Source: an optimization exercise on an open RTL-to-GDS flow (aim: a short achievable clock period and few clock cycles per item). Production flows keep margins and buffers that such runs may drop. Function was checked by simulation only, so behaviour that the tests miss may differ from the original. No activity file was given, so power comes from the tool's default toggle rates.

[flow/config.mk]
export PLATFORM = sky130hd
export DESIGN_NAME = rv_core
export DESIGN_NICKNAME = rv_core
export VERILOG_FILES = /design/flow/design.v
export SDC_FILE = /design/flow/constraint.sdc
export NUM_CORES = 4
export LEC_CHECK = 0
export ABC_CLOCK_PERIOD_IN_PS = 3000
export CAP_MARGIN = 20
export CORE_MARGIN = 2
export CORE_UTILIZATION = 40
export SETUP_SLACK_MARGIN = 5
export SLEW_MARGIN = 20
[flow/constraint.sdc]
create_clock -name core_clock -period 8.0 [get_ports {clk}]
set_input_delay 1.6000 -clock core_clock [delete_from_list [all_inputs] [get_ports {clk}]]
set_output_delay 1.6000 -clock core_clock [all_outputs]
set_load 0.01 [all_outputs]
[flow/design.v]
`timescale 1ns/10ps
`default_nettype none
package rv_isa_pkg;
  localparam int XLEN = 32;
  typedef logic [XLEN-1:0] word_t;
  localparam int REG_AW = 5;
  typedef logic [REG_AW-1:0] reg_idx_t;
  localparam logic [6:0] OP_LOAD   = 7'b0000011;
  localparam logic [6:0] OP_STORE  = 7'b0100011;
  localparam logic [6:0] OP_BRANCH = 7'b1100011;
  localparam logic [6:0] OP_JALR   = 7'b1100111;
  localparam logic [6:0] OP_JAL    = 7'b1101111;
  localparam logic [6:0] OP_IMM    = 7'b0010011;
  localparam logic [6:0] OP_REG    = 7'b0110011;
  localparam logic [6:0] OP_SYSTEM = 7'b1110011;
  localparam logic [6:0] OP_AUIPC  = 7'b0010111;
  localparam logic [6:0] OP_LUI    = 7'b0110111;
  typedef struct packed {
    logic [6:0] funct7;
    reg_idx_t   rs2;
    reg_idx_t   rs1;
    logic [2:0] funct3;
    reg_idx_t   rd;
    logic [6:0] opcode;
  } r_fmt_t;
  typedef struct packed {
    logic [11:0] imm;
    reg_idx_t    rs1;
    logic [2:0]  funct3;
    reg_idx_t    rd;
    logic [6:0]  opcode;
  } i_fmt_t;
  typedef struct packed {
    logic [6:0] imm_hi;
    reg_idx_t   rs2;
    reg_idx_t   rs1;
    logic [2:0] funct3;
    logic [4:0] imm_lo;
    logic [6:0] opcode;
  } s_fmt_t;
  typedef struct packed {
    logic       imm_12;
    logic [5:0] imm_10_5;
    reg_idx_t   rs2;
    reg_idx_t   rs1;
    logic [2:0] funct3;
    logic [3:0] imm_4_1;
    logic       imm_11;
    logic [6:0] opcode;
  } b_fmt_t;
  typedef struct packed {
    logic [19:0] imm;
    reg_idx_t    rd;
    logic [6:0]  opcode;
  } u_fmt_t;
  typedef struct packed {
    logic       imm_20;
    logic [9:0] imm_10_1;
    logic       imm_11;
    logic [7:0] imm_19_12;
    reg_idx_t   rd;
    logic [6:0] opcode;
  } j_fmt_t;
  typedef union packed {
    r_fmt_t r_fmt;
    i_fmt_t i_fmt;
    s_fmt_t s_fmt;
    b_fmt_t b_fmt;
    u_fmt_t u_fmt;
    j_fmt_t j_fmt;
  } inst_t;
endpackage
`default_nettype wire
`timescale 1ns/10ps
`default_nettype none
package rv_ctrl_pkg;
  localparam int ALU_OP_W = 4;
  localparam logic [ALU_OP_W-1:0] ALU_ADD    = 4'd0;
  localparam logic [ALU_OP_W-1:0] ALU_SUB    = 4'd1;
  localparam logic [ALU_OP_W-1:0] ALU_AND    = 4'd2;
  localparam logic [ALU_OP_W-1:0] ALU_OR     = 4'd3;
  localparam logic [ALU_OP_W-1:0] ALU_XOR    = 4'd4;
  localparam logic [ALU_OP_W-1:0] ALU_SLL    = 4'd5;
  localparam logic [ALU_OP_W-1:0] ALU_SRL    = 4'd6;
  localparam logic [ALU_OP_W-1:0] ALU_SRA    = 4'd7;
  localparam logic [ALU_OP_W-1:0] ALU_SLT    = 4'd8;
  localparam logic [ALU_OP_W-1:0] ALU_SLTU   = 4'd9;
  localparam logic [ALU_OP_W-1:0] ALU_PASS_B = 4'd10;
  localparam logic [ALU_OP_W-1:0] ALU_LINK   = 4'd11;
  localparam int BR_OP_W = 3;
  localparam logic [BR_OP_W-1:0] BR_NONE = 3'd0;
  localparam logic [BR_OP_W-1:0] BR_EQ   = 3'd1;
  localparam logic [BR_OP_W-1:0] BR_NE   = 3'd2;
  localparam logic [BR_OP_W-1:0] BR_LT   = 3'd3;
  localparam logic [BR_OP_W-1:0] BR_GE   = 3'd4;
  localparam logic [BR_OP_W-1:0] BR_LTU  = 3'd5;
  localparam logic [BR_OP_W-1:0] BR_GEU  = 3'd6;
  localparam int FWD_W = 2;
  localparam logic [FWD_W-1:0] FWD_REG = 2'd0;
  localparam logic [FWD_W-1:0] FWD_MEM = 2'd1;
  localparam logic [FWD_W-1:0] FWD_WB  = 2'd2;
  localparam logic [31:0] NOP_WORD = 32'h0000_0013;
endpackage
`default_nettype wire
`timescale 1ns/10ps
`default_nettype none
module rv_regfile (
  input  logic                 clk,
  input  logic                 rst,
  input  rv_isa_pkg::reg_idx_t rs1,
  input  rv_isa_pkg::reg_idx_t rs2,
  input  rv_isa_pkg::reg_idx_t rd,
  input  rv_isa_pkg::word_t    rd_data,
  input  logic                 we,
  output rv_isa_pkg::word_t    rs1_data,
  output rv_isa_pkg::word_t    rs2_data
);
  rv_isa_pkg::word_t regs [1:2**rv_isa_pkg::REG_AW-1];
  function automatic rv_isa_pkg::word_t read_port(input rv_isa_pkg::reg_idx_t idx);
    if (idx == '0) begin
      read_port = '0;
    end else if (we && idx == rd) begin
      read_port = rd_data;
    end else begin
      read_port = regs[idx];
    end
  endfunction
  always_ff @(posedge clk) begin
    if (rst) begin
      for (int i = 1; i < 2**rv_isa_pkg::REG_AW; i++) begin
        regs[i] <= '0;
      end
    end else if (we) begin
      regs[rd] <= rd_data;
    end
  end
  always_comb begin
    rs1_data = read_port(rs1);
    rs2_data = read_port(rs2);
  end
endmodule
`default_nettype wire
`timescale 1ns/10ps
`default_nettype none
module rv_decoder (
  input  rv_isa_pkg::inst_t                inst,
  output rv_isa_pkg::reg_idx_t             rd,
  output rv_isa_pkg::reg_idx_t             rs1,
  output rv_isa_pkg::reg_idx_t             rs2,
  output rv_isa_pkg::word_t                imm,
  output logic [rv_ctrl_pkg::ALU_OP_W-1:0] alu_op,
  output logic [rv_ctrl_pkg::BR_OP_W-1:0]  br_op,
  output logic                             use_imm,
  output logic                             a_is_pc,
  output logic                             reg_we,
  output logic                             mem_rd,
  output logic                             mem_we,
  output logic                             is_jump,
  output logic                             is_jalr,
  output logic                             is_ecall
);
  logic [6:0] funct7;
  logic [2:0] funct3;
  logic       valid;
  function automatic logic [rv_ctrl_pkg::ALU_OP_W-1:0] alu_from_f3(input logic [2:0] f3, input logic alt);
    case (f3)
      3'b000:  alu_from_f3 = alt ? rv_ctrl_pkg::ALU_SUB : rv_ctrl_pkg::ALU_ADD;
      3'b001:  alu_from_f3 = rv_ctrl_pkg::ALU_SLL;
      3'b010:  alu_from_f3 = rv_ctrl_pkg::ALU_SLT;
      3'b011:  alu_from_f3 = rv_ctrl_pkg::ALU_SLTU;
      3'b100:  alu_from_f3 = rv_ctrl_pkg::ALU_XOR;
      3'b101:  alu_from_f3 = alt ? rv_ctrl_pkg::ALU_SRA : rv_ctrl_pkg::ALU_SRL;
      3'b110:  alu_from_f3 = rv_ctrl_pkg::ALU_OR;
      default: alu_from_f3 = rv_ctrl_pkg::ALU_AND;
    endcase
  endfunction
  assign funct7 = inst.r_fmt.funct7;
  assign funct3 = inst.r_fmt.funct3;
  always_comb begin
    rd       = inst.r_fmt.rd;
    rs1      = '0;
    rs2      = '0;
    imm      = '0;
    alu_op   = rv_ctrl_pkg::ALU_ADD;
    br_op    = rv_ctrl_pkg::BR_NONE;
    use_imm  = 1'b0;
    a_is_pc  = 1'b0;
    reg_we   = 1'b0;
    mem_rd   = 1'b0;
    mem_we   = 1'b0;
    is_jump  = 1'b0;
    is_jalr  = 1'b0;
    is_ecall = 1'b0;
    valid    = 1'b1;
    case (inst.r_fmt.opcode)
      rv_isa_pkg::OP_REG: begin
        rs1    = inst.r_fmt.rs1;
        rs2    = inst.r_fmt.rs2;
        reg_we = 1'b1;
        alu_op = alu_from_f3(funct3, funct7[5]);
        valid  = funct7 == 7'h00 ||
                 (funct7 == 7'h20 && (funct3 == 3'b000 || funct3 == 3'b101));
      end
      rv_isa_pkg::OP_IMM: begin
        rs1     = inst.i_fmt.rs1;
        imm     = {{20{inst.i_fmt.imm[11]}}, inst.i_fmt.imm};
        use_imm = 1'b1;
        reg_we  = 1'b1;
        alu_op  = alu_from_f3(funct3, funct3 == 3'b101 && funct7[5]);
        if (funct3 == 3'b001) begin
          valid = funct7 == 7'h00;
        end else if (funct3 == 3'b101) begin
          valid = funct7 == 7'h00 || funct7 == 7'h20;
        end
      end
      rv_isa_pkg::OP_LOAD: begin
        rs1     = inst.i_fmt.rs1;
        imm     = {{20{inst.i_fmt.imm[11]}}, inst.i_fmt.imm};
        use_imm = 1'b1;
        reg_we  = 1'b1;
        mem_rd  = 1'b1;
        valid   = funct3 == 3'b010;
      end
      rv_isa_pkg::OP_STORE: begin
        rs1     = inst.s_fmt.rs1;
        rs2     = inst.s_fmt.rs2;
        imm     = {{20{inst.s_fmt.imm_hi[6]}}, inst.s_fmt.imm_hi, inst.s_fmt.imm_lo};
        use_imm = 1'b1;
        mem_we  = 1'b1;
        valid   = funct3 == 3'b010;
      end
      rv_isa_pkg::OP_BRANCH: begin
        rs1 = inst.b_fmt.rs1;
        rs2 = inst.b_fmt.rs2;
        imm = {{19{inst.b_fmt.imm_12}}, inst.b_fmt.imm_12, inst.b_fmt.imm_11,
               inst.b_fmt.imm_10_5, inst.b_fmt.imm_4_1, 1'b0};
        case (funct3)
          3'b000:  br_op = rv_ctrl_pkg::BR_EQ;
          3'b001:  br_op = rv_ctrl_pkg::BR_NE;
          3'b100:  br_op = rv_ctrl_pkg::BR_LT;
          3'b101:  br_op = rv_ctrl_pkg::BR_GE;
          3'b110:  br_op = rv_ctrl_pkg::BR_LTU;
          3'b111:  br_op = rv_ctrl_pkg::BR_GEU;
          default: valid = 1'b0;
        endcase
      end
      rv_isa_pkg::OP_JAL: begin
        imm     = {{11{inst.j_fmt.imm_20}}, inst.j_fmt.imm_20, inst.j_fmt.imm_19_12,
                   inst.j_fmt.imm_11, inst.j_fmt.imm_10_1, 1'b0};
        alu_op  = rv_ctrl_pkg::ALU_LINK;
        a_is_pc = 1'b1;
        reg_we  = 1'b1;
        is_jump = 1'b1;
      end
      rv_isa_pkg::OP_JALR: begin
        rs1     = inst.i_fmt.rs1;
        imm     = {{20{inst.i_fmt.imm[11]}}, inst.i_fmt.imm};
        alu_op  = rv_ctrl_pkg::ALU_LINK;
        a_is_pc = 1'b1;
        reg_we  = 1'b1;
        is_jump = 1'b1;
        is_jalr = 1'b1;
        valid   = funct3 == 3'b000;
      end
      rv_isa_pkg::OP_LUI: begin
        imm     = {inst.u_fmt.imm, 12'h000};
        alu_op  = rv_ctrl_pkg::ALU_PASS_B;
        use_imm = 1'b1;
        reg_we  = 1'b1;
      end
      rv_isa_pkg::OP_AUIPC: begin
        imm     = {inst.u_fmt.imm, 12'h000};
        use_imm = 1'b1;
        a_is_pc = 1'b1;
        reg_we  = 1'b1;
      end
      rv_isa_pkg::OP_SYSTEM: begin
        is_ecall = inst == 32'h0000_0073;
        valid    = is_ecall;
      end
      default: valid = 1'b0;
    endcase
    if (!valid) begin
      rs1     = '0;
      rs2     = '0;
      br_op   = rv_ctrl_pkg::BR_NONE;
      reg_we  = 1'b0;
      mem_rd  = 1'b0;
      mem_we  = 1'b0;
      is_jump = 1'b0;
      is_jalr = 1'b0;
    end
    if (rd == '0) begin
      reg_we = 1'b0;
      mem_rd = 1'b0;
    end
  end
endmodule
`default_nettype wire
`timescale 1ns/10ps
`default_nettype none
module rv_add32 (
  input  logic [31:0] a,
  input  logic [31:0] b,
  input  logic        cin,
  output logic [31:0] s
);
  logic [31:0] g [6];
  logic [31:0] p [6];
  always_comb begin
    g[0] = a & b;
    p[0] = a ^ b;
    g[0][0] = (a[0] & b[0]) | ((a[0] ^ b[0]) & cin);
    for (int l = 0; l < 5; l++) begin
      for (int i = 0; i < 32; i++) begin
        if (i >= (1 << l)) begin
          g[l+1][i] = g[l][i] | (p[l][i] & g[l][i-(1<<l)]);
          p[l+1][i] = p[l][i] & p[l][i-(1<<l)];
        end else begin
          g[l+1][i] = g[l][i];
          p[l+1][i] = p[l][i];
        end
      end
    end
    s = (a ^ b) ^ {g[5][30:0], cin};
  end
endmodule
module rv_cmp32 (
  input  logic [31:0] a,
  input  logic [31:0] b,
  output logic        eq,
  output logic        lt,
  output logic        ltu
);
  logic [30:0] l [6];
  logic [30:0] e [6];
  always_comb begin
    l[0] = ~a[30:0] & b[30:0];
    e[0] = ~(a[30:0] ^ b[30:0]);
    for (int k = 0; k < 5; k++) begin
      for (int i = 0; i < 31; i++) begin
        if (i % (2 << k) == 0 && i + (1 << k) < 31) begin
          l[k+1][i] = l[k][i+(1<<k)] | (e[k][i+(1<<k)] & l[k][i]);
          e[k+1][i] = e[k][i+(1<<k)] & e[k][i];
        end else begin
          l[k+1][i] = l[k][i];
          e[k+1][i] = e[k][i];
        end
      end
    end
    eq  = (a[31] == b[31]) && e[5][0];
    ltu = (!a[31] && b[31]) || ((a[31] == b[31]) && l[5][0]);
    lt  = (a[31] && !b[31]) || ((a[31] == b[31]) && l[5][0]);
  end
endmodule
`default_nettype wire
`timescale 1ns/10ps
`default_nettype none
module rv_hazard (
  input  rv_isa_pkg::reg_idx_t          d_rs1,
  input  rv_isa_pkg::reg_idx_t          d_rs2,
  input  rv_isa_pkg::reg_idx_t          x_rs1,
  input  rv_isa_pkg::reg_idx_t          x_rs2,
  input  rv_isa_pkg::reg_idx_t          x_rd,
  input  rv_isa_pkg::reg_idx_t          m_rd,
  input  rv_isa_pkg::reg_idx_t          w_rd,
  input  logic                          x_mem_rd,
  input  logic                          m_reg_we,
  input  logic                          w_reg_we,
  input  logic                          redirect,
  output logic [rv_ctrl_pkg::FWD_W-1:0] fwd_a,
  output logic [rv_ctrl_pkg::FWD_W-1:0] fwd_b,
  output logic                          stall,
  output logic                          flush_d,
  output logic                          flush_x
);
  logic load_use;
  function automatic logic [rv_ctrl_pkg::FWD_W-1:0] fwd_sel(input rv_isa_pkg::reg_idx_t rs);
    if (m_reg_we && m_rd == rs) begin
      fwd_sel = rv_ctrl_pkg::FWD_MEM;
    end else if (w_reg_we && w_rd == rs) begin
      fwd_sel = rv_ctrl_pkg::FWD_WB;
    end else begin
      fwd_sel = rv_ctrl_pkg::FWD_REG;
    end
  endfunction
  always_comb begin
    fwd_a    = fwd_sel(x_rs1);
    fwd_b    = fwd_sel(x_rs2);
    load_use = x_mem_rd && (x_rd == d_rs1 || x_rd == d_rs2);
    stall    = load_use && !redirect;
    flush_d  = redirect;
    flush_x  = redirect || load_use;
  end
endmodule
`default_nettype wire
`timescale 1ns/10ps
`default_nettype none
module rv_core #(
  parameter rv_isa_pkg::word_t RESET_PC = 32'h0000_0100
) (
  input  logic              clk,
  input  logic              rst,
  output rv_isa_pkg::word_t imem_addr,
  input  rv_isa_pkg::word_t imem_data,
  output rv_isa_pkg::word_t dmem_addr,
  output rv_isa_pkg::word_t dmem_wdata,
  output logic              dmem_we,
  input  rv_isa_pkg::word_t dmem_rdata,
  output logic              halt,
  output rv_isa_pkg::word_t trace_pc,
  output rv_isa_pkg::word_t trace_inst
);
  localparam logic [6:0] OP_LOAD   = 7'b0000011;
  localparam logic [6:0] OP_STORE  = 7'b0100011;
  localparam logic [6:0] OP_BRANCH = 7'b1100011;
  localparam logic [6:0] OP_JALR   = 7'b1100111;
  localparam logic [6:0] OP_JAL    = 7'b1101111;
  localparam logic [6:0] OP_IMM    = 7'b0010011;
  localparam logic [6:0] OP_REG    = 7'b0110011;
  localparam logic [6:0] OP_AUIPC  = 7'b0010111;
  localparam logic [6:0] OP_LUI    = 7'b0110111;
  localparam int R_ADD = 0;
  localparam int R_SUB = 1;
  localparam int R_AND = 2;
  localparam int R_OR  = 3;
  localparam int R_XOR = 4;
  localparam int R_SLL = 5;
  localparam int R_SRL = 6;
  localparam int R_SLT = 7;
  localparam int R_SLTU = 8;
  localparam int R_ALT = 9;
  localparam int R_W   = 10;
  logic        x_redirect;
  logic        x_squash;
  logic        r_q;
  logic        r_sel;
  logic [31:0] r_xpc;
  logic [31:0] r_dpc;
  logic        d_v;
  logic        d_redirect;
  logic [31:0] d_redirect_pc;
  logic [31:0] x_redirect_pc;
  logic [31:0] pc;
  logic [31:0] f_inst;
  logic        f_is_jal;
  logic        f_is_br;
  logic        f_take;
  logic [31:0] f_tgt;
  logic [31:0] pc_next;
  assign imem_addr = pc;
  assign f_inst    = imem_data;
  localparam int BP_AW = 5;
  localparam int BP_N  = 2**BP_AW;
  localparam int JP_AW = 3;
  localparam int JP_N  = 2**JP_AW;
  logic [2:0]  bt_cnt  [BP_N];
  logic [2:0]  bt_trip [BP_N];
  logic        bt_tv   [BP_N];
  logic        bt_back [BP_N];
  logic [1:0]  bt_ctr  [BP_N];
  logic        bt_cv   [BP_N];
  logic        jt_v    [JP_N];
  logic [31:1] jt_tgt  [JP_N];
  logic [BP_AW-1:0] f_bidx;
  logic [JP_AW-1:0] f_jidx;
  logic        f_is_jalr;
  logic        f_br_take;
  logic [31:0] f_ptgt;
  assign f_bidx = pc[BP_AW+1:2];
  assign f_jidx = pc[JP_AW+1:2];
  localparam int LV_N = 8;
  logic        lv_v   [LV_N];
  logic [1:0]  lv_tag [LV_N];
  logic [31:1] lv_val [LV_N];
  logic [4:0]  f_rs1;
  logic        f_lv_hit;
  assign f_rs1    = f_inst[19:15];
  assign f_lv_hit = lv_v[f_rs1[2:0]] && lv_tag[f_rs1[2:0]] == f_rs1[4:3] &&
                    f_inst[31:20] == 12'd0;
  assign f_ptgt   = f_lv_hit ? {lv_val[f_rs1[2:0]], 1'b0} : {jt_tgt[f_jidx], 1'b0};
  logic f_lp_ok;
  logic d_addi;
  logic d_lp_zero;
  logic [31:0] d_lp_k;
  assign d_addi    = d_v && d_faddi && !d_fwd1;
  assign d_lp_k    = d_op1 ^ d_imm;
  assign d_lp_zero = !d_lp_k[0] && (d_lp_k[31:1] == (d_op1[30:0] | d_imm[30:0]));
  assign f_lp_ok   = d_addi && f_inst[24:20] == 5'd0 && f_inst[14:13] == 2'b00 &&
                     f_inst[19:15] == d_rd;
  logic [31:0] f_imm;
  logic [31:0] f_sum;
  logic [31:0] f_pc4;
  always_comb begin
    if (f_inst[3])
      f_imm = {{12{f_inst[31]}}, f_inst[19:12], f_inst[20], f_inst[30:21], 1'b0};
    else if (f_inst[2])
      f_imm = {f_inst[31:12], 12'h000};
    else
      f_imm = {{20{f_inst[31]}}, f_inst[7], f_inst[30:25], f_inst[11:8], 1'b0};
  end
  rv_add32 i_add_ftgt (.a(pc), .b(f_imm), .cin(1'b0), .s(f_sum));
  rv_add32 i_add_fpc4 (.a(pc), .b(32'd4), .cin(1'b0), .s(f_pc4));
  logic        f_ja_hit;
  logic [31:0] f_jsum;
  logic [31:0] f_jtgt;
  rv_add32 i_add_fjalr (.a(d_ftgt), .b({{20{f_inst[31]}}, f_inst[31:20]}), .cin(1'b0), .s(f_jsum));
  assign f_ja_hit = d_v && d_fauipc && d_rd == f_inst[19:15];
  assign f_jtgt   = f_ja_hit ? {f_jsum[31:1], 1'b0} : f_ptgt;
  always_comb begin
    f_is_jal  = f_inst[6:0] == OP_JAL;
    f_is_br   = f_inst[6:0] == OP_BRANCH && f_inst[14:13] != 2'b01;
    f_is_jalr = f_inst[6:0] == OP_JALR && f_inst[14:12] == 3'b000;
    if (f_lp_ok)
      f_br_take = f_inst[12] ^ d_lp_zero;
    else if (f_inst[31])
      f_br_take = bt_back[f_bidx];
    else if (bt_cv[f_bidx])
      f_br_take = bt_ctr[f_bidx][1];
    else
      f_br_take = f_inst[14:12] == 3'b001 || f_inst[14:12] == 3'b101;
    f_take = f_is_jal || (f_is_br && f_br_take) ||
             (f_is_jalr && (f_ja_hit || f_lv_hit || jt_v[f_jidx]));
    f_tgt = f_is_jalr ? f_jtgt : f_sum;
  end
  always_comb begin
    if (r_q)         pc_next = r_sel ? r_xpc : r_dpc;
    else if (f_take) pc_next = f_tgt;
    else             pc_next = f_pc4;
  end
  always_ff @(posedge clk) begin
    if (rst) pc <= RESET_PC;
    else     pc <= pc_next;
  end
  logic        d_valid;
  logic [31:0] d_pc;
  logic [31:0] d_inst;
  logic        d_pred;
  logic [31:1] d_ptgt;
  logic [31:0] d_ftgt;
  logic        d_fbr;
  logic        d_faddi;
  logic        d_fauipc;
  assign d_v = d_valid && !r_q;
  always_ff @(posedge clk) begin
    if (rst || r_q) begin
      d_valid <= 1'b0;
    end else begin
      d_valid <= 1'b1;
    end
  end
  always_ff @(posedge clk) begin
    d_pc   <= pc;
    d_inst <= f_inst;
    d_pred <= f_take;
    d_ptgt <= f_jtgt[31:1];
    d_ftgt <= f_tgt;
    d_fbr  <= f_is_br;
    d_faddi <= f_inst[6:0] == OP_IMM && f_inst[14:12] == 3'b000 && f_inst[11:7] != 5'd0;
    d_fauipc <= f_inst[6:0] == OP_AUIPC && f_inst[11:7] != 5'd0;
  end
  logic [6:0]  d_op;
  logic [2:0]  d_f3;
  logic [6:0]  d_f7;
  logic [4:0]  d_rd;
  logic [4:0]  d_rs1;
  logic [4:0]  d_rs2;
  logic        d_ok;
  logic        d_use1;
  logic        d_use2;
  logic        d_use_imm;
  logic        d_we;
  logic        d_load;
  logic        d_store;
  logic        d_is_br;
  logic        d_is_jalr;
  logic        d_ecall;
  logic [31:0] d_imm;
  logic [R_W-1:0] d_rsel;
  logic        d_link;
  logic        d_auipc;
  logic [31:0] d_target;
  logic [31:0] d_pc4;
  logic [31:0] d_alt;
  assign d_op  = d_inst[6:0];
  assign d_f3  = d_inst[14:12];
  assign d_f7  = d_inst[31:25];
  assign d_rd  = d_inst[11:7];
  always_comb begin
    d_ok      = 1'b0;
    d_use1    = 1'b0;
    d_use2    = 1'b0;
    d_use_imm = 1'b0;
    d_we      = 1'b0;
    d_load    = 1'b0;
    d_store   = 1'b0;
    d_is_br   = 1'b0;
    d_is_jalr = 1'b0;
    d_ecall   = 1'b0;
    d_imm     = {{20{d_inst[31]}}, d_inst[31:20]};
    d_rsel    = '0;
    d_link    = 1'b0;
    d_auipc   = 1'b0;
    case (d_op)
      OP_REG: begin
        d_ok   = d_f7 == 7'h00 || (d_f7 == 7'h20 && (d_f3 == 3'b000 || d_f3 == 3'b101));
        d_use1 = 1'b1;
        d_use2 = 1'b1;
        d_we   = 1'b1;
      end
      OP_IMM: begin
        d_ok      = d_f3 == 3'b001 ? d_f7 == 7'h00 :
                    d_f3 == 3'b101 ? (d_f7 == 7'h00 || d_f7 == 7'h20) : 1'b1;
        d_use1    = 1'b1;
        d_use_imm = 1'b1;
        d_we      = 1'b1;
      end
      OP_LOAD: begin
        d_ok      = d_f3 == 3'b010;
        d_use1    = 1'b1;
        d_use_imm = 1'b1;
        d_we      = 1'b1;
        d_load    = 1'b1;
      end
      OP_STORE: begin
        d_ok      = d_f3 == 3'b010;
        d_use1    = 1'b1;
        d_use2    = 1'b1;
        d_use_imm = 1'b1;
        d_store   = 1'b1;
        d_imm     = {{20{d_inst[31]}}, d_inst[31:25], d_inst[11:7]};
      end
      OP_BRANCH: begin
        d_ok    = d_f3[2:1] != 2'b01;
        d_use1  = 1'b1;
        d_use2  = 1'b1;
        d_is_br = 1'b1;
        d_imm   = {{20{d_inst[31]}}, d_inst[7], d_inst[30:25], d_inst[11:8], 1'b0};
      end
      OP_JAL: begin
        d_ok      = 1'b1;
        d_we      = 1'b1;
        d_imm     = {{12{d_inst[31]}}, d_inst[19:12], d_inst[20], d_inst[30:21], 1'b0};
        d_link    = 1'b1;
      end
      OP_JALR: begin
        d_ok      = d_f3 == 3'b000;
        d_use1    = 1'b1;
        d_use_imm = 1'b1;
        d_we      = 1'b1;
        d_is_jalr = 1'b1;
        d_link    = 1'b1;
      end
      OP_LUI: begin
        d_ok      = 1'b1;
        d_we      = 1'b1;
        d_imm     = {d_inst[31:12], 12'h000};
      end
      OP_AUIPC: begin
        d_ok      = 1'b1;
        d_we      = 1'b1;
        d_use_imm = 1'b1;
        d_imm     = {d_inst[31:12], 12'h000};
        d_auipc   = 1'b1;
      end
      default: begin
        d_ok    = 1'b0;
        d_ecall = d_inst == 32'h0000_0073;
      end
    endcase
    if (d_op == OP_REG || d_op == OP_IMM) begin
      case (d_f3)
        3'b000: d_rsel[(d_op == OP_REG && d_f7[5]) ? R_SUB : R_ADD] = 1'b1;
        3'b001: d_rsel[R_SLL]  = 1'b1;
        3'b010: d_rsel[R_SLT]  = 1'b1;
        3'b011: d_rsel[R_SLTU] = 1'b1;
        3'b100: d_rsel[R_XOR]  = 1'b1;
        3'b101: d_rsel[R_SRL]  = 1'b1;
        3'b110: d_rsel[R_OR]   = 1'b1;
        default: d_rsel[R_AND] = 1'b1;
      endcase
    end else if (d_op == OP_LUI || d_op == OP_JAL || d_op == OP_JALR) begin
      d_rsel[R_ALT] = 1'b1;
    end else begin
      d_rsel[R_ADD] = 1'b1;
    end
    if (!d_ok || !d_v) begin
      d_use1    = 1'b0;
      d_use2    = 1'b0;
      d_we      = 1'b0;
      d_load    = 1'b0;
      d_store   = 1'b0;
      d_is_br   = 1'b0;
      d_is_jalr = 1'b0;
    end
    if (!d_v) d_ecall = 1'b0;
    if (d_rd == 5'd0) begin
      d_we   = 1'b0;
      d_load = 1'b0;
    end
  end
  assign d_rs1 = d_use1 ? d_inst[19:15] : 5'd0;
  assign d_rs2 = d_use2 ? d_inst[24:20] : 5'd0;
  assign d_target = d_ftgt;
  rv_add32 i_add_dpc4 (.a(d_pc), .b(32'd4), .cin(1'b0), .s(d_pc4));
  assign d_alt    = d_link ? d_pc4 : d_imm;
  logic [4:0]  w_rd;
  logic [31:0] w_data;
  logic        w_we;
  logic [4:0]  f_rs1i;
  logic [4:0]  f_rs2i;
  logic [31:0] rf1;
  logic [31:0] rf2;
  logic [31:0] d_rf1;
  logic [31:0] d_rf2;
  assign f_rs1i = f_inst[19:15];
  assign f_rs2i = f_inst[24:20];
  rv_regfile i_rv_regfile (
    .clk      (clk),
    .rst      (rst),
    .rs1      (f_rs1i),
    .rs2      (f_rs2i),
    .rd       (w_rd),
    .rd_data  (w_data),
    .we       (w_we),
    .rs1_data (rf1),
    .rs2_data (rf2)
  );
  always_ff @(posedge clk) begin
    d_rf1 <= rf1;
    d_rf2 <= rf2;
  end
  logic [31:0] m_result;
  logic [4:0]  m_rd;
  logic        m_we;
  logic        m_load;
  logic [31:0] m_wbval;
  logic [31:0] d_op1;
  logic [31:0] d_op2;
  logic        x_we;
  logic        x_load;
  logic [4:0]  x_rd;
  assign m_wbval = m_load ? dmem_rdata : m_result;
  logic d_fx1, d_fx2;
  logic d_fm1, d_fm2;
  logic d_fw1, d_fw2;
  always_ff @(posedge clk) begin
    d_fx1 <= d_we && d_rd == f_rs1i;
    d_fx2 <= d_we && d_rd == f_rs2i;
    d_fm1 <= x_we && !x_squash && x_rd == f_rs1i;
    d_fm2 <= x_we && !x_squash && x_rd == f_rs2i;
    d_fw1 <= m_we && m_rd == f_rs1i;
    d_fw2 <= m_we && m_rd == f_rs2i;
  end
  assign d_op1 = d_fm1 ? m_wbval : (d_fw1 ? w_data : d_rf1);
  assign d_op2 = d_fm2 ? m_wbval : (d_fw2 ? w_data : d_rf2);
  logic d_fwd1;
  logic d_fwd2;
  assign d_fwd1 = d_fx1;
  assign d_fwd2 = d_fx2;
  logic d_eq;
  logic d_lt;
  logic d_ltu;
  logic d_cond;
  logic d_br_res;
  rv_cmp32 i_cmp_d (.a(d_op1), .b(d_op2), .eq(d_eq), .lt(d_lt), .ltu(d_ltu));
  always_comb begin
    case (d_f3[2:1])
      2'b00:   d_cond = d_eq;
      2'b10:   d_cond = d_lt;
      default: d_cond = d_ltu;
    endcase
    d_cond = d_cond ^ d_f3[0];
  end
  assign d_br_res      = d_v && d_fbr && !d_fwd1 && !d_fwd2;
  assign d_redirect    = d_br_res && d_cond != d_pred;
  assign d_redirect_pc = d_pred ? d_pc4 : d_target;
  logic        x_valid;
  logic        x_store;
  logic        x_is_br;
  logic        x_is_jalr;
  logic        x_ecall;
  logic        x_pred;
  logic        x_dres;
  logic [31:1] x_ptgt;
  logic [2:0]  x_f3;
  logic [31:0] x_pc;
  logic [31:0] x_inst;
  logic [31:0] x_a;
  logic [31:0] x_b;
  logic [31:0] x_sd;
  logic        x_fa;
  logic        x_fb;
  logic        x_fsd;
  logic        x_fla;
  logic        x_flb;
  logic        x_flsd;
  logic [31:0] x_alt;
  logic [31:0] x_target;
  logic [31:0] x_pc4;
  logic [R_W-1:0] x_rsel;
  logic        x_sra;
  logic        x_sub;
  logic [2:0]  x_bsel;
  logic        x_binv;
  logic        d_sub;
  assign d_sub = d_op == OP_REG && d_f3 == 3'b000 && d_f7[5];
  always_ff @(posedge clk) begin
    if (rst) x_squash <= 1'b0;
    else     x_squash <= x_redirect;
  end
  always_ff @(posedge clk) begin
    if (rst) r_q <= 1'b0;
    else     r_q <= x_redirect || d_redirect;
  end
  always_ff @(posedge clk) begin
    r_sel <= x_redirect;
    r_xpc <= x_redirect_pc;
    r_dpc <= d_redirect_pc;
  end
  always_ff @(posedge clk) begin
    if (rst || !d_v) begin
      x_valid   <= 1'b0;
      x_we      <= 1'b0;
      x_load    <= 1'b0;
      x_store   <= 1'b0;
      x_is_br   <= 1'b0;
      x_is_jalr <= 1'b0;
      x_ecall   <= 1'b0;
    end else begin
      x_valid   <= 1'b1;
      x_we      <= d_we;
      x_load    <= d_load;
      x_store   <= d_store;
      x_is_br   <= d_is_br;
      x_is_jalr <= d_is_jalr;
      x_ecall   <= d_ecall;
    end
  end
  always_ff @(posedge clk) begin
    x_pred   <= d_pred;
    x_dres   <= d_br_res;
    x_ptgt   <= d_ptgt;
    x_f3     <= d_f3;
    x_pc     <= d_pc;
    x_inst   <= d_inst;
    x_rd     <= d_rd;
    x_a      <= d_auipc ? d_pc : d_op1;
    x_b      <= d_use_imm ? d_imm : (d_sub ? ~d_op2 : d_op2);
    x_sd     <= d_op2;
    x_fa     <= d_fwd1 && d_use1 && !x_load;
    x_fb     <= d_fwd2 && !d_use_imm && !x_load;
    x_fsd    <= d_fwd2 && !x_load;
    x_fla    <= d_fwd1 && d_use1 && x_load;
    x_flb    <= d_fwd2 && !d_use_imm && x_load;
    x_flsd   <= d_fwd2 && x_load;
    x_alt    <= d_alt;
    x_target <= d_target;
    x_pc4    <= d_pc4;
    x_rsel   <= d_rsel;
    x_sra    <= d_f7[5];
    x_sub    <= d_sub;
    x_bsel   <= {d_f3[2] & d_f3[1], d_f3[2] & !d_f3[1], !d_f3[2]};
    x_binv   <= d_f3[0] ^ d_pred;
  end
  logic [31:0] a;
  logic [31:0] b;
  logic [31:0] sd;
  logic [31:0] ld;
  logic [31:0] sum00, sum10, sum01, sum11, sumL0, sum0L, sumLL;
  logic [31:0] dif01, dif0L;
  logic [31:0] sum;
  logic        eq00, eq10, eq01, eqL0, eq0L;
  logic        lt00, lt10, lt01, ltL0, lt0L;
  logic        ltu00, ltu10, ltu01, ltuL0, ltu0L;
  logic        eq;
  logic        lt;
  logic        ltu;
  logic        cond_raw;
  logic        x_mispredict;
  logic [31:0] shl;
  logic [31:0] shr;
  logic [31:0] x_result;
  assign ld = dmem_rdata;
  assign a  = x_fa  ? m_result : (x_fla  ? ld : x_a);
  assign b  = x_fb  ? m_result : (x_flb  ? ld : x_b);
  assign sd = x_fsd ? m_result : (x_flsd ? ld : x_sd);
  rv_add32 i_add00 (.a(x_a),      .b(x_b),       .cin(x_sub), .s(sum00));
  rv_add32 i_add10 (.a(m_result), .b(x_b),       .cin(x_sub), .s(sum10));
  rv_add32 i_add01 (.a(x_a),      .b(m_result),  .cin(1'b0),  .s(sum01));
  rv_add32 i_dif01 (.a(x_a),      .b(~m_result), .cin(1'b1),  .s(dif01));
  rv_add32 i_add11 (.a(m_result), .b(m_result),  .cin(1'b0),  .s(sum11));
  rv_add32 i_addL0 (.a(ld),       .b(x_b),       .cin(x_sub), .s(sumL0));
  rv_add32 i_add0L (.a(x_a),      .b(ld),        .cin(1'b0),  .s(sum0L));
  rv_add32 i_dif0L (.a(x_a),      .b(~ld),       .cin(1'b1),  .s(dif0L));
  rv_add32 i_addLL (.a(ld),       .b(ld),        .cin(1'b0),  .s(sumLL));
  always_comb begin
    case ({x_fa, x_fla, x_fb, x_flb})
      4'b1000: sum = sum10;
      4'b0010: sum = x_sub ? dif01 : sum01;
      4'b1010: sum = x_sub ? 32'd0 : sum11;
      4'b0100: sum = sumL0;
      4'b0001: sum = x_sub ? dif0L : sum0L;
      4'b0101: sum = x_sub ? 32'd0 : sumLL;
      default: sum = sum00;
    endcase
  end
  rv_cmp32 i_cmp00 (.a(x_a),      .b(x_b),      .eq(eq00), .lt(lt00), .ltu(ltu00));
  rv_cmp32 i_cmp10 (.a(m_result), .b(x_b),      .eq(eq10), .lt(lt10), .ltu(ltu10));
  rv_cmp32 i_cmp01 (.a(x_a),      .b(m_result), .eq(eq01), .lt(lt01), .ltu(ltu01));
  rv_cmp32 i_cmpL0 (.a(ld),       .b(x_b),      .eq(eqL0), .lt(ltL0), .ltu(ltuL0));
  rv_cmp32 i_cmp0L (.a(x_a),      .b(ld),       .eq(eq0L), .lt(lt0L), .ltu(ltu0L));
  always_comb begin
    case ({x_fa, x_fla, x_fb, x_flb})
      4'b1000: begin eq = eq10; lt = lt10; ltu = ltu10; end
      4'b0010: begin eq = eq01; lt = lt01; ltu = ltu01; end
      4'b0100: begin eq = eqL0; lt = ltL0; ltu = ltuL0; end
      4'b0001: begin eq = eq0L; lt = lt0L; ltu = ltu0L; end
      4'b1010, 4'b0101: begin eq = 1'b1; lt = 1'b0; ltu = 1'b0; end
      default: begin eq = eq00; lt = lt00; ltu = ltu00; end
    endcase
  end
  assign shl = a << b[4:0];
  assign shr = $signed({x_sra & a[31], a}) >>> b[4:0];
  always_comb begin
    x_result = '0;
    if (x_rsel[R_ADD] || x_rsel[R_SUB]) x_result = x_result | sum;
    if (x_rsel[R_AND])  x_result = x_result | (a & b);
    if (x_rsel[R_OR])   x_result = x_result | (a | b);
    if (x_rsel[R_XOR])  x_result = x_result | (a ^ b);
    if (x_rsel[R_SLL])  x_result = x_result | shl;
    if (x_rsel[R_SRL])  x_result = x_result | shr;
    if (x_rsel[R_SLT])  x_result = x_result | {31'd0, lt};
    if (x_rsel[R_SLTU]) x_result = x_result | {31'd0, ltu};
    if (x_rsel[R_ALT])  x_result = x_result | x_alt;
  end
  assign cond_raw = (x_bsel[0] & eq) | (x_bsel[1] & lt) | (x_bsel[2] & ltu);
  function automatic logic jalr_check(input logic [31:0] ra, input logic [31:0] rb,
                                      input logic [31:1] pt);
    logic [31:1] jk;
    logic [30:1] jco;
    jk  = ra[31:1] ^ rb[31:1] ^ pt;
    jco = (ra[30:1] & rb[30:1]) | ((ra[30:1] ^ rb[30:1]) & jk[30:1]);
    jalr_check = (jk[1] == (ra[0] & rb[0])) && (jco == jk[31:2]);
  endfunction
  logic jalr_ok;
  logic jalr_ok_x;
  logic jalr_ok_m;
  logic jalr_ok_l;
  assign jalr_ok_x = jalr_check(x_a, x_b, x_ptgt);
  assign jalr_ok_m = jalr_check(m_result, x_b, x_ptgt);
  assign jalr_ok_l = jalr_check(ld, x_b, x_ptgt);
  assign jalr_ok   = x_fa ? jalr_ok_m : (x_fla ? jalr_ok_l : jalr_ok_x);
  assign x_mispredict = x_is_br && !x_dres && (cond_raw ^ x_binv) && !x_squash;
  assign x_redirect   = ((x_ecall || (x_is_jalr && !(x_pred && jalr_ok))) && !x_squash) ||
                        x_mispredict;
  always_comb begin
    if (x_is_jalr)                    x_redirect_pc = {sum[31:1], 1'b0};
    else if (x_ecall)                 x_redirect_pc = x_pc;
    else if (x_pred)                  x_redirect_pc = x_pc4;
    else                              x_redirect_pc = x_target;
  end
  logic x_link;
  assign x_link = x_rsel[R_ALT] && (x_inst[6:0] == OP_JAL || x_inst[6:0] == OP_JALR);
  always_ff @(posedge clk) begin
    if (rst) begin
      for (int i = 0; i < LV_N; i++) lv_v[i] <= 1'b0;
    end else if (x_we && !x_squash) begin
      if (x_link)
        lv_v[x_rd[2:0]] <= 1'b1;
      else if (lv_tag[x_rd[2:0]] == x_rd[4:3])
        lv_v[x_rd[2:0]] <= 1'b0;
    end
  end
  always_ff @(posedge clk) begin
    if (x_we && !x_squash && x_link) begin
      lv_tag[x_rd[2:0]] <= x_rd[4:3];
      lv_val[x_rd[2:0]] <= x_pc4[31:1];
    end
  end
  logic             m_bu;
  logic             m_back;
  logic             m_taken;
  logic [BP_AW-1:0] m_bidx;
  logic             m_ju;
  logic [JP_AW-1:0] m_jidx;
  logic [31:1]      m_jtgt;
  always_ff @(posedge clk) begin
    if (rst) begin
      m_bu <= 1'b0;
      m_ju <= 1'b0;
    end else begin
      m_bu <= x_is_br && !x_squash;
      m_ju <= x_is_jalr && !x_squash;
    end
  end
  logic             w_bu;
  logic             w_back;
  logic [BP_AW-1:0] w_bidx;
  logic [2:0]       w_cnt;
  logic [2:0]       w_trip;
  logic             w_tv;
  logic             w_bk;
  logic [1:0]       w_ctr;
  logic [BP_AW-1:0] x_bidx;
  logic             xw_hit;
  logic [2:0]       m_cnt;
  logic [2:0]       m_trip;
  logic             m_tv;
  logic [1:0]       m_ctr;
  assign x_bidx = x_pc[BP_AW+1:2];
  assign xw_hit = w_bu && w_bidx == x_bidx;
  always_ff @(posedge clk) begin
    m_back  <= x_inst[31];
    m_taken <= cond_raw ^ x_f3[0];
    m_bidx  <= x_bidx;
    m_jidx  <= x_pc[JP_AW+1:2];
    m_jtgt  <= sum[31:1];
    m_cnt   <= (xw_hit && w_back) ? w_cnt  : bt_cnt[x_bidx];
    m_trip  <= (xw_hit && w_back) ? w_trip : bt_trip[x_bidx];
    m_tv    <= (xw_hit && w_back) ? w_tv   : bt_tv[x_bidx];
    m_ctr   <= (xw_hit && !w_back) ? w_ctr :
               bt_cv[x_bidx] ? bt_ctr[x_bidx] :
               (x_f3 == 3'b001 || x_f3 == 3'b101) ? 2'd2 : 2'd1;
  end
  logic       mw_hit;
  logic [2:0] u_cnt;
  logic [2:0] u_trip;
  logic       u_tv;
  logic [1:0] u_ctr;
  logic [2:0] n_cnt;
  logic [2:0] n_trip;
  logic       n_tv;
  logic [1:0] n_ctr;
  logic       n_back;
  assign mw_hit = w_bu && w_bidx == m_bidx;
  assign u_cnt  = (mw_hit && w_back) ? w_cnt  : m_cnt;
  assign u_trip = (mw_hit && w_back) ? w_trip : m_trip;
  assign u_tv   = (mw_hit && w_back) ? w_tv   : m_tv;
  assign u_ctr  = (mw_hit && !w_back) ? w_ctr : m_ctr;
  always_comb begin
    n_cnt  = u_cnt;
    n_trip = u_trip;
    n_tv   = u_tv;
    if (m_taken) begin
      if (u_cnt != 3'd7) n_cnt = u_cnt + 3'd1;
      else               n_tv  = 1'b0;
    end else begin
      n_cnt  = 3'd0;
      n_trip = u_cnt + 3'd1;
      n_tv   = u_cnt != 3'd7;
    end
    n_back = !n_tv || ({1'b0, n_cnt} + 4'd1 < {1'b0, n_trip});
    if (m_taken) n_ctr = u_ctr == 2'd3 ? 2'd3 : u_ctr + 2'd1;
    else         n_ctr = u_ctr == 2'd0 ? 2'd0 : u_ctr - 2'd1;
  end
  always_ff @(posedge clk) begin
    if (rst) w_bu <= 1'b0;
    else     w_bu <= m_bu;
  end
  always_ff @(posedge clk) begin
    w_back <= m_back;
    w_bidx <= m_bidx;
    w_cnt  <= n_cnt;
    w_trip <= n_trip;
    w_tv   <= n_tv;
    w_bk   <= n_back;
    w_ctr  <= n_ctr;
  end
  always_ff @(posedge clk) begin
    if (rst) begin
      for (int i = 0; i < BP_N; i++) begin
        bt_cnt[i]  <= 3'd0;
        bt_tv[i]   <= 1'b0;
        bt_back[i] <= 1'b1;
        bt_cv[i]   <= 1'b0;
      end
    end else if (w_bu) begin
      if (w_back) begin
        bt_cnt[w_bidx]  <= w_cnt;
        bt_tv[w_bidx]   <= w_tv;
        bt_back[w_bidx] <= w_bk;
      end else begin
        bt_cv[w_bidx]   <= 1'b1;
      end
    end
  end
  always_ff @(posedge clk) begin
    if (w_bu && w_back)  bt_trip[w_bidx] <= w_trip;
    if (w_bu && !w_back) bt_ctr[w_bidx]  <= w_ctr;
  end
  always_ff @(posedge clk) begin
    if (rst) begin
      for (int i = 0; i < JP_N; i++) jt_v[i] <= 1'b0;
    end else if (m_ju) begin
      jt_v[m_jidx] <= 1'b1;
    end
  end
  always_ff @(posedge clk) begin
    if (m_ju) jt_tgt[m_jidx] <= m_jtgt;
  end
  logic        m_valid;
  logic        m_store;
  logic        m_ecall;
  logic [31:0] m_pc;
  logic [31:0] m_inst;
  logic [31:0] m_sd;
  always_ff @(posedge clk) begin
    if (rst) begin
      m_valid <= 1'b0;
      m_we    <= 1'b0;
      m_load  <= 1'b0;
      m_store <= 1'b0;
      m_ecall <= 1'b0;
    end else begin
      m_valid <= x_valid && !x_squash;
      m_we    <= x_we && !x_squash;
      m_load  <= x_load && !x_squash;
      m_store <= x_store && !x_squash;
      m_ecall <= x_ecall && !x_squash;
    end
  end
  always_ff @(posedge clk) begin
    m_result <= x_result;
    m_sd     <= sd;
    m_rd     <= x_rd;
    m_pc     <= x_pc;
    m_inst   <= x_inst;
  end
  assign dmem_addr  = m_result;
  assign dmem_wdata = m_sd;
  assign dmem_we    = m_store;
  logic [31:0] w_pc;
  logic [31:0] w_inst;
  logic        w_ecall;
  always_ff @(posedge clk) begin
    if (rst) begin
      w_pc    <= '0;
      w_we    <= 1'b0;
      w_ecall <= 1'b0;
    end else begin
      w_pc    <= m_valid ? m_pc : 32'd0;
      w_we    <= m_we;
      w_ecall <= m_ecall;
    end
  end
  always_ff @(posedge clk) begin
    w_data <= m_wbval;
    w_rd   <= m_rd;
    w_inst <= m_inst;
  end
  assign halt       = w_ecall;
  assign trace_pc   = w_pc;
  assign trace_inst = w_inst;
endmodule
`default_nettype wire
[flow/flow/run.sh]
#!/bin/bash
# The standard layout, except that synthesis and repair may not use the
# slow four-input OR/NOR-type cells (and similar wide stacked gates).
# Each step's full output is kept in a log file in this folder.
set -euo pipefail
HERE=$(pwd)
cat > "$HERE/flow_config.mk" <<EOC
include $HERE/config.mk
export DONT_USE_CELLS += sky130_fd_sc_hd__or4_1 sky130_fd_sc_hd__or4_2 sky130_fd_sc_hd__or4_4 sky130_fd_sc_hd__nor4_1 sky130_fd_sc_hd__nor4_2 sky130_fd_sc_hd__nor4_4 sky130_fd_sc_hd__or4b_1 sky130_fd_sc_hd__or4b_2 sky130_fd_sc_hd__or4b_4 sky130_fd_sc_hd__or4bb_1 sky130_fd_sc_hd__or4bb_2 sky130_fd_sc_hd__or4bb_4 sky130_fd_sc_hd__nor4b_1 sky130_fd_sc_hd__nor4b_2 sky130_fd_sc_hd__nor4b_4 sky130_fd_sc_hd__nor4bb_1 sky130_fd_sc_hd__nor4bb_2 sky130_fd_sc_hd__nor4bb_4 sky130_fd_sc_hd__a2111oi_0 sky130_fd_sc_hd__a2111oi_1 sky130_fd_sc_hd__a2111oi_2 sky130_fd_sc_hd__a2111oi_4 sky130_fd_sc_hd__o2111ai_1 sky130_fd_sc_hd__o2111ai_2 sky130_fd_sc_hd__o2111ai_4 sky130_fd_sc_hd__o41ai_1 sky130_fd_sc_hd__o41a_1 sky130_fd_sc_hd__a2111o_1 sky130_fd_sc_hd__o2111a_1 sky130_fd_sc_hd__a41oi_1 sky130_fd_sc_hd__o41ai_2 sky130_fd_sc_hd__o41ai_4 sky130_fd_sc_hd__a41oi_2 sky130_fd_sc_hd__a41oi_4
EOC
bash standard.sh DESIGN_CONFIG="$HERE/flow_config.mk" synth > synth.log 2>&1
bash standard.sh DESIGN_CONFIG="$HERE/flow_config.mk" finish > layout.log 2>&1
[flow/standard.sh]
#!/bin/bash
# synth_recipe.tcl (not shown) runs the flow's synth.tcl, then flattens the netlist and writes it again
# the make line also repeats each setting of config.mk as NAME=value (left out here)
make -C /OpenROAD-flow-scripts/flow DESIGN_CONFIG=/design/flow/config.mk WORK_HOME=/design/flow/orfs CLKGATE_MAP_FILE= SYNTH_SCRIPT=/design/flow/synth_recipe.tcl "${@:-finish}"
==> results of run 1 <==
==> stage by stage <==
stage                     utilization, %  total power [mW]  hold slack [ps]  cells  setup slack, ps
after floorplan                        -              24.7              310  12400             3010
final                               51.2              49.5              325  18700             3550
after global placement              43.0              30.3              311  17100             1450
after detailed placement            43.0              30.3              312  17100             1450
after global routing                51.2              50.6              327  18700             3500
after CTS                           50.0              48.0              326  18400             3650
==> metal layers <==
layer | vias to the layer above | global-route usage [%] | part of all wire [%]
met5 | - | 0 | 0.027
met4 | 26 | 21.4 | 7.8
met3 | 1634 | 7.40 | 11
met2 | 7516 | 49.0 | 43
met1 | 58200 | 43.8 | 38
li1 | 47900 | - | -
==> path summary, 6_finish.rpt <==
check / to / slack [ps] / cells past startpoint
setup reg to reg: pc[6] / 3550 / 17
hold / removal: x_ptgt[26] / 330 / 0
hold reg to reg: x_ptgt[26] / 330 / 0
setup / recovery: pc[6] / 3550 / 17
==> synthesized netlist by cell type, drive strengths merged, types with 391 or more instances <==
cell    count  area (µm²)
inv       391        1470
nor2      864        3240
dfxtp     975       19500
o21ai     659        3310
nand2     744        2800
mux2i     503        5030
a21oi     583        2930
ha        597        7470
clkbuf    643        2410
mux4      849       19100
and2     1186        7420
edfxtp   1832       55000
==> repair_timing <==
action | in CTS | in global routing
endpoints found under the setup margin | 1552 | 561
pin swaps | 422 | 279
buffers inserted | 650 | 202
cloned | 82 | 23
resized for setup | 2839 | 553
==> power by group <==
group	switching [mW]	total, mW	internal [mW]	leakage, nW
Combinational	10.5	17.2	6.64	40.0
Sequential	1.10	17.6	16.5	26.3
Clock	6.28	14.7	8.44	5.04
==> registers in the layout, indices dropped and copies added, names as in the netlist, 64 cells and up <==
register	flops
i_rv_regfile.regs	1024
jt_tgt	248
lv_val	248
bt_cnt	96
bt_trip	96
bt_ctr	64
==> logic make-up (layout without fill, tap and decap cells) <==
kind of cell / after synthesis / count (layout) / synth area share, %
AOI/OAI and AO/OA: 2167 / 2167 / 9.13
xor gates and xnor gates: 464 / 464 / 2.71
and+or+nand+nor: 3546 / 3549 / 12.0
adders and majority gates: 702 / 702 / 6.36
other: 0 / 49 / 0
muxes: 1458 / 1458 / 16.9
buffers and inverters: 1242 / 2528 / 3.24
DFF: 2807 / 2807 / 49.7
==> worst max-delay path, stage by stage, from the launching register on <==
cell,delay (ps)
sky130_fd_sc_hd__dfxtp_1,740
sky130_fd_sc_hd__inv_1,300
sky130_fd_sc_hd__nor2_2,470
sky130_fd_sc_hd__a21oi_4,110
sky130_fd_sc_hd__ha_1,360
sky130_fd_sc_hd__xor2_2,300
sky130_fd_sc_hd__nand4_1,160
sky130_fd_sc_hd__nor2_2,170
sky130_fd_sc_hd__nand4_1,370
sky130_fd_sc_hd__xnor2_2,320
sky130_fd_sc_hd__a2bb2oi_2,90
sky130_fd_sc_hd__nand2_2,100
sky130_fd_sc_hd__nand2_4,110
sky130_fd_sc_hd__inv_8,150
sky130_fd_sc_hd__buf_12,130
sky130_fd_sc_hd__mux2_4,290
sky130_fd_sc_hd__mux2i_1,120
sky130_fd_sc_hd__nor2_1,50
==> layout by cell type, fill, tap and decap left out, types with 80 or more instances in the layout <==
master                      instances
sky130_fd_sc_hd__a21o_1            96
sky130_fd_sc_hd__a21oi_1          415
sky130_fd_sc_hd__a21oi_2          129
sky130_fd_sc_hd__and2_1          1173
sky130_fd_sc_hd__buf_12           170
sky130_fd_sc_hd__buf_16            89
sky130_fd_sc_hd__buf_4            802
sky130_fd_sc_hd__buf_6            303
sky130_fd_sc_hd__clkbuf_16        344
sky130_fd_sc_hd__dfxtp_1          793
sky130_fd_sc_hd__dfxtp_2          101
sky130_fd_sc_hd__dfxtp_4           81
sky130_fd_sc_hd__edfxtp_1        1832
sky130_fd_sc_hd__fa_1              91
sky130_fd_sc_hd__ha_1             460
sky130_fd_sc_hd__ha_4             109
sky130_fd_sc_hd__inv_1            321
sky130_fd_sc_hd__mux2i_1          401
sky130_fd_sc_hd__mux4_2           849
sky130_fd_sc_hd__nand2_1          682
sky130_fd_sc_hd__nand3_1          122
sky130_fd_sc_hd__nand4_1          103
sky130_fd_sc_hd__nor2_1           738
sky130_fd_sc_hd__nor2_4            80
sky130_fd_sc_hd__nor3_1           111
sky130_fd_sc_hd__o211ai_1         112
sky130_fd_sc_hd__o21ai_0          408
sky130_fd_sc_hd__o21ai_1           89
sky130_fd_sc_hd__o21ai_2          104
sky130_fd_sc_hd__xnor2_1          223
sky130_fd_sc_hd__xor2_1           170
==> area by class of cell <==
cell class	instances	area share, %
diodes	49	0.0642
clock buffers	436	4.62
clock inverters	131	0.789
inverters	394	0.911
multi-input cells	8340	41.6
flip-flops and latches	2807	39.3
well taps	4972	3.26
repair buffers	1562	9.51
repair inverters	5	0.0269
==> run summary, run 1 <==
outcome=complete, no violations; Synth Net Count=around 13k; most common flop cell mapped by yosys=sky130_fd_sc_hd__edfxtp_1; number of synthesized flops with an enable pin=roughly 1.8k; Avg Cell Area, Syn=12.1 µm²; ys async rst share=0%; Layout Skew=76.9 ps; total power divided by cell area=259 nW/µm²; Critical Path End Type=register; number of pins with negative max-slew slack in the final report=0; via count of the first global-routing pass=~110k; number of top-level pins=228; library cells used by synthesis=96; Storage cell area=75000 µm²; TritonCTS clock tree=built; sequential share of the synthesized area=between 40 and 50%; source of the critical timing path=d_inst[31]; Cells after Synth=between 10k and 15k; aggregate routed wire length=between 600000 and 700000 µm; Via density=between 6 and 7; number of violations of the max-capacitance limit=0; total number of placement rows=between 200 and 250; fmax=225 MHz; slew at the pin closest to its max-slew limit=1270 ps; startpoint of the most critical hold path=d_ptgt[26]; CTS Buf Count=around 310; peak fanout along the critical path=6; wire length of the first global-routing pass=884000 µm; pin count of the biggest net entering global routing=between 60 and 70; setup repair after global routing missed its margin=true; flip-flop and latch count after synthesis=between 2k and 3k; Core Region=roughly 370000 µm²; Synthesis Warnings=8; master cell of the clock root buffer=sky130_fd_sc_hd__clkbuf_16; clock sinks=between 2k and 3k; headroom to the max-slew limit=between 10% and 20%; Total Negative Setup Slacks=0 ps; H-tree level count=5; clock latency reported for the late side of the worst-skew pair=about 970 ps; drt pass-1 iters=6; Detailed Place HPWL=~420000 µm; required arrival time at the worst endpoint=~9000 ps; relative area change from synthesis to final layout=27.3%; port bufs=around 230; quantity of hold-fixing buffers added after cts=0; DRC violations left=0; Starting DRT DRC Count=around 16k; final critical-path required period=roughly 4400 ps; multi-input combinational cell area=79400 µm²; Arrival @ worst endpoint=approximately 5300 ps; starting density of the core=40.2%; worst hold path type=reg2reg; die area=roughly 380000 µm²; RD Place Congestion=1.10; leakage power=approximately 71 nW; fraction of layout instances using a drive strength above 1=32.8%; DIE HEIGHT=roughly 600 µm; RR Startpoint=d_inst[31]; startpoint type of the worst setup path=register; post-detailed-route count of antenna-violating nets=0; number of vias in the routed layout=around 120k; filler instances=about 32k; post-route standard cell area excluding fillers=191000 µm²; all-layer global routing usage=between 30% and 40%; horizontal die dimension=approximately 620 µm; initial antenna violation count=61; clock-pin slew reported for the worst setup and hold paths after clock tree synthesis=roughly 60 ps; number of buffers on the longest clock path=4; kind of critical path=reg2reg; share of the cycle needed by the critical path after routing=55.6%; final count of hold timing violations=0; maximum resistive drop on vdd=between 150 and 200 µV; average detailed-routed wire length per instance=roughly 35 µm; setup violation total in the final timing report=0; remaining global-route overflow=0; # nets final=between 10k and 15k; mapped cell area=150000 µm²; cell area reported after detailed placement=~160000 µm²
Testbench counts, summed over its fixed seeds: cycles 161,846, instrs 157,230.
==> run 2, diff against run 1 <==
--- a/flow/design.v
+++ b/flow/design.v
@@ -483,9 +483,11 @@
   logic d_addi;
   logic d_lp_zero;
   logic [31:0] d_lp_k;
+  logic [31:0] d_lp_imm;
   assign d_addi    = d_v && d_faddi && !d_fwd1;
-  assign d_lp_k    = d_op1 ^ d_imm;
-  assign d_lp_zero = !d_lp_k[0] && (d_lp_k[31:1] == (d_op1[30:0] | d_imm[30:0]));
+  assign d_lp_imm  = {{20{d_inst[31]}}, d_inst[31:20]};
+  assign d_lp_k    = d_op1 ^ d_lp_imm;
+  assign d_lp_zero = !d_lp_k[0] && (d_lp_k[31:1] == (d_op1[30:0] | d_lp_imm[30:0]));
   assign f_lp_ok   = d_addi && f_inst[24:20] == 5'd0 && f_inst[14:13] == 2'b00 &&
                      f_inst[19:15] == d_rd;
   logic [31:0] f_imm;
@@ -799,12 +801,33 @@
   logic [31:0] x_target;
   logic [31:0] x_pc4;
   logic [R_W-1:0] x_rsel;
+  logic [8:0]  x_ssel;
+  logic [8:0]  d_ssel;
   logic        x_sra;
   logic        x_sub;
   logic [2:0]  x_bsel;
   logic        x_binv;
   logic        d_sub;
   assign d_sub = d_op == OP_REG && d_f3 == 3'b000 && d_f7[5];
+  always_comb begin
+    logic nfa, nfla, nfb, nflb;
+    nfa  = d_fwd1 && d_use1 && !x_load;
+    nfla = d_fwd1 && d_use1 && x_load;
+    nfb  = d_fwd2 && !d_use_imm && !x_load;
+    nflb = d_fwd2 && !d_use_imm && x_load;
+    d_ssel = '0;
+    if (d_rsel[R_ADD] || d_rsel[R_SUB]) begin
+      case ({nfa, nfla, nfb, nflb})
+        4'b1000: d_ssel[1] = 1'b1;
+        4'b0010: d_ssel[d_sub ? 3 : 2] = 1'b1;
+        4'b1010: d_ssel[4] = !d_sub;
+        4'b0100: d_ssel[5] = 1'b1;
+        4'b0001: d_ssel[d_sub ? 7 : 6] = 1'b1;
+        4'b0101: d_ssel[8] = !d_sub;
+        default: d_ssel[0] = 1'b1;
+      endcase
+    end
+  end
   always_ff @(posedge clk) begin
     if (rst) x_squash <= 1'b0;
     else     x_squash <= x_redirect;
@@ -858,6 +881,7 @@
     x_target <= d_target;
     x_pc4    <= d_pc4;
     x_rsel   <= d_rsel;
+    x_ssel   <= d_ssel;
     x_sra    <= d_f7[5];
     x_sub    <= d_sub;
     x_bsel   <= {d_f3[2] & d_f3[1], d_f3[2] & !d_f3[1], !d_f3[2]};
@@ -924,7 +948,11 @@
   assign shr = $signed({x_sra & a[31], a}) >>> b[4:0];
   always_comb begin
     x_result = '0;
-    if (x_rsel[R_ADD] || x_rsel[R_SUB]) x_result = x_result | sum;
+    x_result = ({32{x_ssel[0]}} & sum00) | ({32{x_ssel[1]}} & sum10) |
+               ({32{x_ssel[2]}} & sum01) | ({32{x_ssel[3]}} & dif01) |
+               ({32{x_ssel[4]}} & sum11) | ({32{x_ssel[5]}} & sumL0) |
+               ({32{x_ssel[6]}} & sum0L) | ({32{x_ssel[7]}} & dif0L) |
+               ({32{x_ssel[8]}} & sumLL);
     if (x_rsel[R_AND])  x_result = x_result | (a & b);
     if (x_rsel[R_OR])   x_result = x_result | (a | b);
     if (x_rsel[R_XOR])  x_result = x_result | (a ^ b);
==> run 2 against run 1 <==
  * Fmax rose by 5.0%
  * Synthesized cell count rose by 5.0%
  * Critical path depth fell by 6
  * Setup slack improved by 210 ps
  * Power rose by 3.0%
  * Hold slack got worse by 38 ps
  * Largest cell class unchanged
  * Largest power group is now combinational cells
==> run summary, run 2 <==
average detailed-routed wire length per instance=around 38 µm; quantity of hold-fixing buffers added after cts=0; remaining global-route overflow=0; starting density of the core=between 40% and 50%; most frequent cells after synthesis=sky130_fd_sc_hd__edfxtp_1 (1832), sky130_fd_sc_hd__and2_1 (1197), sky130_fd_sc_hd__dfxtp_1 (982); portion of synthesized cell area occupied by the leading cell type=36.0%; initial antenna violation count=75; leakage power=around 73 nW; port bufs=~230; number of violations of the max-capacitance limit=0; fmax=236 MHz; library cells used by synthesis=85; post-synth top area cell=sky130_fd_sc_hd__edfxtp_1; worst hold path type=reg2reg; via count of the first global-routing pass=approximately 120k; Core Region=381000 µm²; horizontal die dimension=roughly 620 µm; setup repair after global routing missed its margin=true; drt pass-1 iters=7; top library cells by usage in the layout, fill and taps aside=sky130_fd_sc_hd__edfxtp_1 (1832), sky130_fd_sc_hd__and2_1 (1190), sky130_fd_sc_hd__buf_4 (915); Synth Net Count=13.8k; Critical Path End Type=register; number of synthesized flops with an enable pin=approximately 1.8k; die area=387000 µm²; Via density=~6.4; Detailed Place HPWL=486000 µm; Layout Skew=around 87 ps; startpoint type of the worst setup path=register; Arrival @ worst endpoint=5050 ps; Synthesis Warnings=8; most common cell after layout, fill and taps aside=sky130_fd_sc_hd__edfxtp_1; number of pins with negative max-slew slack in the final report=0; required arrival time at the worst endpoint=between 8000 and 9000 ps; total number of placement rows=227; RD Place Congestion=1.07; DRC violations left=0; most frequent cell after synthesis=sky130_fd_sc_hd__edfxtp_1; post-detailed-route count of antenna-violating nets=0; clock sinks=2814; all-layer global routing usage=37.2%; outcome=complete, no violations; # nets final=~15k; sequential share of the synthesized area=around half; final critical-path required period=about 4200 ps; kind of critical path=reg2reg; peak fanout along the critical path=5; cell types with the largest area share after synthesis=sky130_fd_sc_hd__edfxtp_1 (36%), sky130_fd_sc_hd__dfxtp_1 (13%), sky130_fd_sc_hd__mux4_2 (11%), sky130_fd_sc_hd__and2_1 (4.9%), sky130_fd_sc_hd__ha_1 (4.7%); Cells after Synth=13.0k; fraction of layout instances using a drive strength above 1=32.6%; Starting DRT DRC Count=~18k; relative area change from synthesis to final layout=28.6%; share of the cycle needed by the critical path after routing=52.9%; number of buffers on the longest clock path=4; Total Negative Setup Slacks=0 ps; aggregate routed wire length=about 750000 µm; most common flop cell mapped by yosys=sky130_fd_sc_hd__edfxtp_1; mapped cell area=153000 µm²; wire length of the first global-routing pass=approximately 1000000 µm; Avg Cell Area, Syn=11.8 µm²; filler instances=roughly 33k; setup violation total in the final timing report=0; ys async rst share=0%; CTS Buf Count=between 300 and 400; max FFs per register=1024; final cell utilization of the core=between 50% and 60%; DIE HEIGHT=between 600 and 700 µm; TritonCTS clock tree=built; master cell of the clock root buffer=sky130_fd_sc_hd__clkbuf_16; maximum resistive drop on vdd=between 150 and 200 µV; pin count of the biggest net entering global routing=just under 70; flip-flop and latch count after synthesis=about 2.8k; slew at the pin closest to its max-slew limit=between 1000 and 1500 ps; number of top-level pins=228; final count of hold timing violations=0; clock-pin slew reported for the worst setup and hold paths after clock tree synthesis=60 ps; headroom to the max-slew limit=under 10%; register ranked first by flip-flop count=i_rv_regfile.regs; clock latency reported for the late side of the worst-skew pair=slightly below 1000 ps; H-tree level count=5; total power divided by cell area=259 nW/µm²; number of vias in the routed layout=approximately 120k
-- run 2: changes by cell type after synthesis, moves of 52 or more --
cell,change
sky130_fd_sc_hd__a221oi_1,+95
sky130_fd_sc_hd__a22oi_1,+56
sky130_fd_sc_hd__mux2i_1,+126
sky130_fd_sc_hd__o22ai_1,+52
sky130_fd_sc_hd__mux4_2,-98
sky130_fd_sc_hd__clkbuf_1,+53
-- run 2: through the flow --
| step | power [mW] | hold slack [ps] | std cells | worst slack (ps) | cell area, µm² |
|---|---|---|---|---|---|
| 2_1_floorplan | 25.0 | 310 | 13000 | 3250 | 156000 |
| 5_1_grt | 51.9 | 298 | 19400 | 3900 | 197000 |
| 3_3_place_gp | 31.1 | 312 | 17800 | 1690 | 164000 |
| 4_1_cts | 49.3 | 290 | 19200 | 3990 | 191000 |
| 3_5_place_dp | 31.1 | 312 | 17800 | 1630 | 164000 |
| 6_report | 50.9 | 287 | 19500 | 3760 | 197000 |
-- run 2: metal layers --
metal	wire length (µm)	GRT usage, %	up-vias
met5	353	0	-
met4	77600	29.8	44
met3	89200	10.8	2579
met2	316000	55.1	8912
met1	263000	45.2	62600
li1	-	-	50500
-- run 2: critical path, cell delays in order, from the launching register on --
cell	delay [ps]
sky130_fd_sc_hd__dfxtp_1	800
sky130_fd_sc_hd__inv_1	220
sky130_fd_sc_hd__ha_1	930
sky130_fd_sc_hd__and3_1	310
sky130_fd_sc_hd__nand4b_1	480
sky130_fd_sc_hd__o21ai_0	400
sky130_fd_sc_hd__o211ai_1	190
sky130_fd_sc_hd__o311ai_4	120
sky130_fd_sc_hd__buf_6	170
sky130_fd_sc_hd__xor2_2	70
sky130_fd_sc_hd__a221oi_2	320
sky130_fd_sc_hd__o31ai_1	110
-- run 2: cell families after synthesis --
family	Yosys count	synth area share, %
flops	2814	48.8
compound gates	2512	10.6
buf+inv	1360	3.45
mux	1478	15.9
fa+ha+maj	683	6.08
xor+xnor	527	3.02
simple gates	3635	12.1
-- run 2: cell type report --
cell class / count / area, µm² / area share (%)
Inverter: 436 / 1870 / 0.952
Timing Repair inverter: 2 / 18.8 / 0.00954
Multi-Input combinational cell: 8844 / 83500 / 42.4
Clock inverter: 141 / 1580 / 0.801
Tap cell: 5038 / 6300 / 3.20
Clock buffer: 433 / 8880 / 4.51
Antenna cell: 44 / 110 / 0.0559
Sequential cell: 2814 / 75100 / 38.2
Timing Repair Buffer: 1708 / 19500 / 9.91
-- run 2: worst paths after layout --
kind	from	endpoint	cells past startpoint	slack (ps)
setup / recovery	x_b[31]	r_q	11	3760
hold / removal	x_inst[29]	m_inst[29]	0	290
setup reg to reg	x_b[31]	r_q	11	3760
hold reg to reg	x_inst[29]	m_inst[29]	0	290
-- run 2: timing repair --
item                                    CTS  global route
cloned                                   97            20
setup endpoints to repair              1987           689
pin swaps                               460           370
endpoints found under the hold margin     0             0
resized for setup                      2976           660
buffers inserted                        747           216
-- run 2: power by group --
group	internal, mW	leakage, nW	total, mW	switching [mW]
logic	6.89	42.0	18.3	11.4
registers	16.5	26.0	17.7	1.18
clock network	8.50	5.08	14.9	6.41
total	31.9	73.1	50.9	19.0
Testbench counts of run 2, summed over its fixed seeds: cycles 161,846, instrs 157,230.

-- re-timing with driven ports --
In the flow no input, the clock included, has a driving cell. The finished layouts below were timed again as built, in two steps.
Step 1 (the two cells are an assumption about what drives the block):
set clk [get_ports {clk}]
set_driving_cell -lib_cell sky130_fd_sc_hd__clkbuf_16 $clk
set_driving_cell -lib_cell sky130_fd_sc_hd__buf_2 [delete_from_list [all_inputs] $clk]
Step 2 times the ports against the registers' clock, not the clock port: input delays grow and output delays shrink by t, the midpoint of the rising clock arrivals with the driver on.
Three values: ideal, step 1, step 2; two values: the first two.
run	t, ns	setup slack, ns	hold slack, ns	worst setup path at the end	pins driven straight from the clock port
run 1	1.040	3.552 / 3.552 / 2.803	0.325 / 0.325 / 0.325	input to register	1
run 2	1.047	3.764 / 3.764 / 2.811	0.287 / 0.287 / 0.287	input to register	1
After both steps every run listed still meets setup and hold. For run 2, which loses most, drivers alone change the setup slack by 0.000 ns; drivers and shift together by -0.953 ns.
